Source: an optimization exercise on an open RTL-to-GDS flow (aim: small area, a short achievable clock period and few clock cycles per item). Production flows keep margins and buffers that such runs may drop. In this exercise RTL edits were held to simulation tests only and were not proved equivalent to the original.

==> 09-12 <==
==> flow/design.v (excerpt) <==
module inv_byte_substitution_state (
    input  logic           i_clock,
    input  logic           i_reset,
    input  logic [127:0]   i_state,
    input  logic           i_valid,
    output logic           o_ready,
    output logic [127:0]   o_state,
    output logic           o_valid,
    input  logic           i_ready
);
export LEC_CHECK = 0
export CAP_MARGIN = 20
export CORE_MARGIN = 2
export CORE_UTILIZATION = 40
export SLEW_MARGIN = 20
export SYNTH_HIERARCHICAL = 1
create_clock -name core_clock -period 16.0 [get_ports {i_clock}]
standard.sh (not shown) runs the stock make flow with config.mk's settings and CLKGATE_MAP_FILE= SYNTH_SCRIPT=/design/flow/synth_recipe.tcl, a recipe that flattens the netlist after the stock synthesis.
==> flow/flow/run.sh <==
#!/bin/bash
# The standard layout, with plain buf_2 cells as the port buffers instead of the delay
# buffer that buffer_ports picks by default. Everything else is the standard flow.
set -euo pipefail
bash standard.sh "BUFFER_PORTS_ARGS=-buffer_cell sky130_fd_sc_hd__buf_2" SETUP_SLACK_MARGIN=11.0 finish > standard_flow.log 2>&1
==> inputs of 07-14, as changes to 09-12 <==
==> flow/flow/run.sh (replaced) <==
#!/bin/bash
# The standard layout, with plain buf_2 cells as the port buffers instead of the delay
# buffer that buffer_ports picks by default. Everything else is the standard flow.
set -euo pipefail
bash standard.sh "BUFFER_PORTS_ARGS=-buffer_cell sky130_fd_sc_hd__buf_2" finish > standard_flow.log 2>&1
==> summary of the runs <==
- 07-14 produced a clean layout. 09-12 finished with timing, DRC and antenna clean.
- Between 09-12 and 07-14, the lower via count is in 09-12 (gap about 0.37%, measured against 07-14).
- Against 07-14, the clock-buffer cell count of 09-12 is higher by 6.
- In synthesized area, 09-12 and 07-14 do not differ.
- Against 07-14, the global-route usage of 09-12 is higher by 0.25 points.
- Sequential cell count is the same in 09-12 and 07-14.
Testbench counts of 09-12, summed over its fixed seeds: cycles 1,616, items 1,600.
Testbench counts of 07-14, summed over its fixed seeds: cycles 1,616, items 1,600.


==> run a <==
Another version of the RTL of inv_byte_substitution_state (not shown whole).
==> module inv_byte_substitution_state, before the edit <==
module inv_byte_substitution_state (
    input  logic           i_clock,
    input  logic           i_reset,
    input  logic [127:0]   i_state,
    input  logic           i_valid,
    output logic           o_ready,
    output logic [127:0]   o_state,
    output logic           o_valid,
    input  logic           i_ready
);
    logic vout_q, va_q, vs_q, ready_q;
    logic lo, la, acc;
    assign acc = i_valid & ready_q;
    assign lo  = ~vout_q | i_ready;    
    assign la  = ~va_q | lo;           
    for (genvar k = 0; k < 16; k++) begin : g_lane
        inv_byte_lane u_lane (
            .i_clock (i_clock),
            .i_byte  (i_state[8*k +: 8]),
            .i_ready (i_ready),
            .i_vout  (vout_q),
            .i_va    (va_q),
            .i_vs    (vs_q),
            .o_byte  (o_state[8*k +: 8])
        );
    end
    always_ff @(posedge i_clock) begin
        if (i_reset) begin
            vout_q  <= 1'b0;
            va_q    <= 1'b0;
            vs_q    <= 1'b0;
            ready_q <= 1'b1;
        end else begin
            if (lo) vout_q <= va_q;
            if (la) begin
                va_q    <= vs_q | acc;
                vs_q    <= vs_q & acc;
                ready_q <= ~(vs_q & acc);
            end else begin
                vs_q    <= vs_q | acc;
                ready_q <= ~(vs_q | acc);
            end
        end
    end
    assign o_ready = ready_q;
    assign o_valid = vout_q;
endmodule
==> module inv_byte_lane, before the edit <==
module inv_byte_lane (
    input  logic       i_clock,
    input  logic [7:0] i_byte,
    input  logic       i_ready,
    input  logic       i_vout,
    input  logic       i_va,
    input  logic       i_vs,
    output logic [7:0] o_byte
);
    logic [7:0] a_q, s_q, out_q, sb;
    logic       lo, la, ls;
    assign lo = ~i_vout | i_ready;
    assign la = ~i_va | lo;
    assign ls = ~i_vs | la;
    inv_byte_substitution_algorithm u_alg (
        .i_byte (a_q),
        .o_byte (sb)
    );
    always_ff @(posedge i_clock) begin
        if (lo) out_q <= sb;
        if (la) a_q   <= i_vs ? s_q : i_byte;
        if (ls) s_q   <= i_byte;
    end
    assign o_byte = out_q;
endmodule
export LEC_CHECK = 0
export CAP_MARGIN = 20
export CORE_MARGIN = 2
export CORE_UTILIZATION = 40
export SLEW_MARGIN = 20
export SYNTH_HIERARCHICAL = 1
create_clock -name core_clock -period 16.0 [get_ports {i_clock}]
run.sh (not shown) runs the stock make flow with config.mk's settings and CLKGATE_MAP_FILE= SYNTH_SCRIPT=/design/flow/synth_recipe.tcl, a recipe that flattens the netlist after the stock synthesis.
Stock flow here: none of the scripts above is used.
==> run b (differences from run a) <==
--- a/flow/design.v
+++ b/flow/design.v
@@ -177,17 +177,33 @@
 );
-    logic vout_q, va_q, vs_q, ready_q;
-    logic lo, la, acc;
-    assign acc = i_valid & ready_q;
-    assign lo  = ~vout_q | i_ready;    
-    assign la  = ~va_q | lo;           
+    logic [127:0] slot0_q, slot1_q;
+    logic         v0_q, v1_q;
+    logic         wp_q, rp_q;
+    logic         ready_q;
+    logic [127:0] out_q;
+    logic         vout_q;
+    logic [127:0] sb_in, sb_out;
+    logic         accept, load_out, take;
+    logic         v0_d, v1_d;
+    assign sb_in = rp_q ? slot1_q : slot0_q;
     for (genvar k = 0; k < 16; k++) begin : g_lane
-        inv_byte_lane u_lane (
-            .i_clock (i_clock),
-            .i_byte  (i_state[8*k +: 8]),
-            .i_ready (i_ready),
-            .i_vout  (vout_q),
-            .i_va    (va_q),
-            .i_vs    (vs_q),
-            .o_byte  (o_state[8*k +: 8])
+        inv_byte_substitution_algorithm u_alg (
+            .i_byte (sb_in[8*k +: 8]),
+            .o_byte (sb_out[8*k +: 8])
         );
+    end
+    assign accept   = i_valid & ready_q;
+    assign load_out = ~vout_q | i_ready;
+    assign take     = load_out & (rp_q ? v1_q : v0_q);
+    always_comb begin
+        v0_d = v0_q;
+        v1_d = v1_q;
+        if (take & ~rp_q) v0_d = 1'b0;
+        if (take &  rp_q) v1_d = 1'b0;
+        if (accept & ~wp_q) v0_d = 1'b1;
+        if (accept &  wp_q) v1_d = 1'b1;
+    end
+    always_ff @(posedge i_clock) begin
+        if (!v0_q) slot0_q <= i_state;
+        if (!v1_q) slot1_q <= i_state;
+        if (load_out) out_q <= sb_out;
     end
@@ -195,16 +211,15 @@
         if (i_reset) begin
+            v0_q    <= 1'b0;
+            v1_q    <= 1'b0;
+            wp_q    <= 1'b0;
+            rp_q    <= 1'b0;
+            ready_q <= 1'b1;
             vout_q  <= 1'b0;
-            va_q    <= 1'b0;
-            vs_q    <= 1'b0;
-            ready_q <= 1'b1;
         end else begin
-            if (lo) vout_q <= va_q;
-            if (la) begin
-                va_q    <= vs_q | acc;
-                vs_q    <= vs_q & acc;
-                ready_q <= ~(vs_q & acc);
-            end else begin
-                vs_q    <= vs_q | acc;
-                ready_q <= ~(vs_q | acc);
-            end
+            v0_q    <= v0_d;
+            v1_q    <= v1_d;
+            if (accept) wp_q <= ~wp_q;
+            if (take)   rp_q <= ~rp_q;
+            ready_q <= ~(v0_d & v1_d);
+            if (load_out) vout_q <= take;
         end
@@ -213,27 +228,3 @@
     assign o_valid = vout_q;
-endmodule
-module inv_byte_lane (
-    input  logic       i_clock,
-    input  logic [7:0] i_byte,
-    input  logic       i_ready,
-    input  logic       i_vout,
-    input  logic       i_va,
-    input  logic       i_vs,
-    output logic [7:0] o_byte
-);
-    logic [7:0] a_q, s_q, out_q, sb;
-    logic       lo, la, ls;
-    assign lo = ~i_vout | i_ready;
-    assign la = ~i_va | lo;
-    assign ls = ~i_vs | la;
-    inv_byte_substitution_algorithm u_alg (
-        .i_byte (a_q),
-        .o_byte (sb)
-    );
-    always_ff @(posedge i_clock) begin
-        if (lo) out_q <= sb;
-        if (la) a_q   <= i_vs ? s_q : i_byte;
-        if (ls) s_q   <= i_byte;
-    end
-    assign o_byte = out_q;
-endmodule
+    assign o_state = out_q;
+endmodule
==> run summary <==
|  | run a | run b |
|---|---|---|
| Result of the run | timing/DRC/antenna clean | timing/DRC/antenna clean |
| Post-synthesis share of cell area spent on full adders, half adders and majority gates | 2.55% | 2.63% |
| Signal buf overhead | 7.41% | 7.59% |
| Buffers excl. clock | 267 | 266 |
| Met1 layer usage reported by global route | 20.7% | 20.8% |
| Complex-gate fraction of the synthesized area | 1.20% | 1.33% |
| Area growth from synthesis to final layout | 14.1% | 14.5% |
| Largest fanout on the critical path | 7 | 60 |
| Final Skew | 0.0283 ns | 0.0263 ns |
| Gate count of the mapped netlist | 2,782 | 2,747 |
| Die width | 284 microns | 280 microns |
| Pin count of the biggest net entering global routing | 51 | 85 |
| Routed length on met1 | 29.5 mm | 29.1 mm |
| Post-Synth Simple-Gate Area | 6.96% | 6.04% |
| Number of vias per cell | 4.65 | 4.68 |
| Area of the multi-input gates | 18,300 sq um | 17,400 sq um |
| Capture instance of the worst register-to-register path | g_lane[2].u_lane.out_q[6] | out_q[126] |
| Startpoint of the most critical register-to-register path | g_lane[2].u_lane.a_q[0] | rp_q |
Testbench counts of run a, summed over its fixed seeds: cycles 1,616, items 1,600.
Testbench counts of run b, summed over its fixed seeds: cycles 1,616, items 1,600.

==> re-timing with driven ports <==
No port has a modelled driver above. Below, the same layouts with a new extraction and two added sets of constraints.
Step 1 sets driving cells, clkbuf_16 on the clock port and buf_2 on the other inputs (assumed; they add their load-dependent delay and slew).
Step 2 moves the port delays by t, midway between the first and last clock arrival at a register: inputs arrive t later, outputs are due t later. That takes back most of the time a late clock gives input paths.
Slacks: ideal / step 1 / step 2; pairs: ideal / step 1.
| run | shift t [ns] | setup slack, ns | worst setup path at the end | latest minus earliest clock arrival (ns) | pins driven straight from the clock port |
|---|---|---|---|---|---|
| 09-12 | 0.635 | 11.361 / 11.361 / 11.240 | input to register | 0.028 / 0.027 | 1 |
| 07-14 | 0.631 | 11.093 / 11.093 / 11.093 | register to register | 0.035 / 0.035 | 1 |
| run a | 0.637 | 10.064 / 10.064 / 10.064 | register to register | 0.030 / 0.030 | 1 |
| run b | 0.635 | 8.549 / 8.549 / 8.549 | register to register | 0.026 / 0.027 | 1 |
After both steps every run listed still meets setup and hold. For 09-12, which loses most, drivers alone change the setup slack by 0.000 ns; drivers and shift together by -0.121 ns.
